Context: an optimization exercise on an open-source flow, tuned for small area. The choices shown serve that exercise and are no tape-out recipe. The RTL was checked by simulation tests, not by an equivalence proof against the original design. No driver is modelled on the clock port, so clocking that relies on it looks cheaper here than on a real chip. Power is estimated from default activity; no workload was simulated.

## job 105
Design random_burst_motion_scheduler, start of the top module:
module random_burst_motion_scheduler (
  input  logic              clk,
  input  logic              rst,
  input  logic              psel,
  input  logic              penable,
  input  logic              pwrite,
  input  logic [2:0]        paddr,
  input  logic [31:0]       pwdata,
  output logic [31:0]       prdata,
  output logic              pready,
  input  logic              in_valid,
  output logic              in_stall,
  input  logic [31:0]       now_ms,
  input  logic              report_ready,
  output logic              out_valid,
  input  logic              out_stall,
  output logic              send_move,
  output logic signed [4:0] delta_x,
  output logic signed [4:0] delta_y
);
  localparam logic [4:0] S_IDLE = 5'b00000, S_INIT = 5'b00001, S_P0   = 5'b00010,
                         S_ADD  = 5'b00011, S_FING = 5'b00100;
  localparam logic [4:0] S_LEN1 = 5'b01000, S_GP1D = 5'b01001, S_DX1  = 5'b01010,
                         S_DY1  = 5'b01011, S_RX1  = 5'b01100, S_RY1  = 5'b01101,
                         S_GP1Y = 5'b01110, S_GP1R = 5'b01111;
  localparam logic [4:0] S_GP1A = 5'b11001, S_DX1A = 5'b11010;
  localparam logic [4:0] S_LEN2 = 5'b10000, S_GAP2 = 5'b10001, S_DX2  = 5'b10010,
                         S_DY2  = 5'b10011, S_RX2  = 5'b10100, S_RY2  = 5'b10101;
  logic [4:0]  st;
  logic [4:0]  t;
  logic [31:0] L, N, CS;
  logic [15:0] BLK;
  logic [7:0]  OFF;
  logic [15:0] interval;
  logic [11:0] R;
  logic        rdy, ba, sat;
  assign rdy = send_move;
  assign ba = L[0];
  logic [4:1]  mc;
  logic        cD, gI, gB, gO, cW, cE;
  function automatic logic ge5(input logic [4:0] a, input logic [4:0] k);
    logic r;
    r = 1'b1;
    for (int i = 0; i < 5; i++) r = k[i] ? (a[i] & r) : (a[i] | r);
    ge5 = r;
  endfunction
  logic sp, pass1, pass2, s_idle, s_init, s_p0, s_add, s_fing, s_len1, duty;
  logic c_blk, c_off, c_dx, c_dy, c_m15, c_p1, c_any, t31, t4;
  logic [3:0] tl;
  assign t31    = (t == 5'd31);
  assign t4     = t[4];
  assign tl     = t[3:0];
  assign sp     = !st[4] & !st[3];
  assign pass1  = st[3];
  assign pass2  = st[4] & !st[3];
  assign s_idle = sp & (st[2:0] == 3'd0);
  assign s_init = sp & (st[2:0] == 3'd1);
  assign s_p0   = sp & (st[2:0] == 3'd2);
  assign s_add  = sp & (st[2:0] == 3'd3);
  assign s_fing = sp & st[2];
  assign s_len1 = pass1 & !st[4] & (st[2:0] == 3'd0);
  ...
Settings: LEC_CHECK=0, ABC_AREA=1, CAP_MARGIN=20, CORE_MARGIN=2, CORE_UTILIZATION=70, SLEW_MARGIN=20; clock period 8.0 ns.
standard.sh (not shown) runs the stock make flow with config.mk's settings and CLKGATE_MAP_FILE= SYNTH_SCRIPT=/design/flow/synth_recipe.tcl, a recipe that flattens the netlist after the stock synthesis.
==> flow/flow/run.sh <==
#!/bin/bash
# The standard ORFS layout, changed in three ways only: the port buffers use
# the smallest buffer cell; the clock tree is built by flow/mct.tcl (a root
# clkbuf_8 on the clock port driving 12 clkbuf_8 leaves, each at the centroid
# of an equal share of the flip-flops) instead of TritonCTS's H-tree; and the
# constant outputs keep one shared tie cell (no tie fanout repair).
set -uo pipefail
here=$(pwd)
bash standard.sh \
  "BUFFER_PORTS_ARGS=-buffer_cell sky130_fd_sc_hd__buf_1" \
  "SKIP_REPAIR_TIE_FANOUT=1" \
  "PRE_CTS_TCL=$here/flow/mct.tcl" \
  "CTS_ARGS=-clk_nets clk -dont_use_dummy_load" \
  finish > standard_sh.log 2>&1
status=$?
cp orfs/logs/*/random_burst_motion_scheduler/base/*.log . 2>/dev/null || true
exit $status
Other scripts of this flow, unchanged in this note and not shown: flow/flow/mct.tcl
The final layout from job 105, which completed every stage, passed the timing, design-rule and antenna checks at the end of the flow.
What job 102 does differently from job 105 at the input level:
diff --git a/flow/design.v b/flow/design.v
--- a/flow/design.v
+++ b/flow/design.v
@@ -1,10 +1,10 @@
 package rbms_pkg;
   localparam logic [15:0] INTERVAL_RESET = 16'd5000;
   localparam logic [31:0] LCG_SEED       = 32'd12345;
-  localparam logic [31:0] LCG_INC        = 32'd12345;
+  localparam logic [31:0] LCG_KADD       = 32'hBFC0210D;
 endpackage
 module random_burst_motion_scheduler (
   input  logic              clk,
   input  logic              rst,
   input  logic              psel,
   input  logic              penable,
@@ -85,25 +85,25 @@
   assign src0 = pass2 ? N[0] : L[0];
   assign m1   = pass2 ? ge5(t, 5'd19) : ge5(t, 5'd6);
   assign m2   = ge5(t, 5'd15);
   assign m3   = pass2 ? ge5(t, 5'd2) : ge5(t, 5'd4);
   assign m4   = pass2 ? ge5(t, 5'd8) : ge5(t, 5'd22);
   assign b1   = s_add ? CS[0] : pass2 ? (m1 & N[13]) : (pass1 & m1 & L[26]);
-  assign b2   = pass2 ? rbms_pkg::LCG_INC[t] : (pass1 & m2 & L[17]);
-  assign b3   = !(pass2 ? (m3 & N[30]) : (pass1 & m3 & L[28]));
-  assign b4   = !(pass2 ? (m4 & N[24]) : (pass1 & m4 & L[10]));
+  assign b2   = pass2 ? rbms_pkg::LCG_KADD[t] : (pass1 & m2 & L[17]);
+  assign b3   = pass2 ? (m3 & ~N[30]) : (pass1 & m3 & ~L[28]);
+  assign b4   = pass2 ? (m4 & ~N[24]) : (pass1 & m4 & ~L[10]);
   assign s1   = src0 ^ b1 ^ mc[1];
   assign s2   = s1 ^ b2 ^ mc[2];
   assign s3   = s2 ^ b3 ^ mc[3];
   assign s4   = s3 ^ b4 ^ mc[4];
   assign y    = s4;
   always_ff @(posedge clk) begin
     mc[1] <= !t31 & ((src0 & b1) | (src0 & mc[1]) | (b1 & mc[1]));
     mc[2] <= !t31 & ((s1 & b2) | (s1 & mc[2]) | (b2 & mc[2]));
-    mc[3] <= t31 | ((s2 & b3) | (s2 & mc[3]) | (b3 & mc[3]));
-    mc[4] <= t31 | ((s3 & b4) | (s3 & mc[4]) | (b4 & mc[4]));
+    mc[3] <= !t31 & ((s2 & b3) | (s2 & mc[3]) | (b3 & mc[3]));
+    mc[4] <= !t31 & ((s3 & b4) | (s3 & mc[4]) | (b4 & mc[4]));
   end
   logic t0, cDe, gIe, gBe, gOe, cWe, diff, blk_t, off_t;
   logic cD_n, gI_n, gB_n, gO_n, cW_n;
   assign t0    = (t == 5'd0);
   assign cDe   = t0 | cD;
   assign gIe   = t0 | gI;
Findings:
Fraction of the core area covered by cells at the end of the flow in job 102 vs job 105: up 0.37 points. Job 105 → job 102: total design power now larger, hold slack now smaller, switching share of power now larger. Job 105 → job 102: number of combinational gates with multiple inputs higher, first-iteration DRC count higher, internal power contribution roughly the same. Setup slack: job 102 less than job 105.

==> separate check: timing with driven ports <==
No port has a modelled driver above. Below, the same layouts with a new extraction and two added sets of constraints. Step 1: set_driving_cell puts a clkbuf_16 on clk and a buf_2 on each other input, an assumption about the parent block. Step 2 moves the port delays by t, midway between the first and last clock arrival at a register: inputs arrive t later, outputs are due t later. That takes back most of the time a late clock gives input paths. Slacks: no drivers / after step 1 / after step 2; pairs: no drivers / after step 1.
run	t, ns	setup slack, ns	hold WS [ns]	latest minus earliest clock arrival (ns)	slew at the worst register clock pin (ns)
job 105	0.463	1.571 / 1.588 / 1.126	0.331 / 0.331 / 0.331	0.017 / 0.017	0.10 / 0.10
job 102	0.477	1.286 / 1.286 / 1.277	0.328 / 0.328 / 0.328	0.018 / 0.017	0.10 / 0.10
After both steps every run listed still meets setup and hold. For job 105, which loses most, drivers alone change the setup slack by +0.017 ns; drivers and shift together by -0.445 ns.
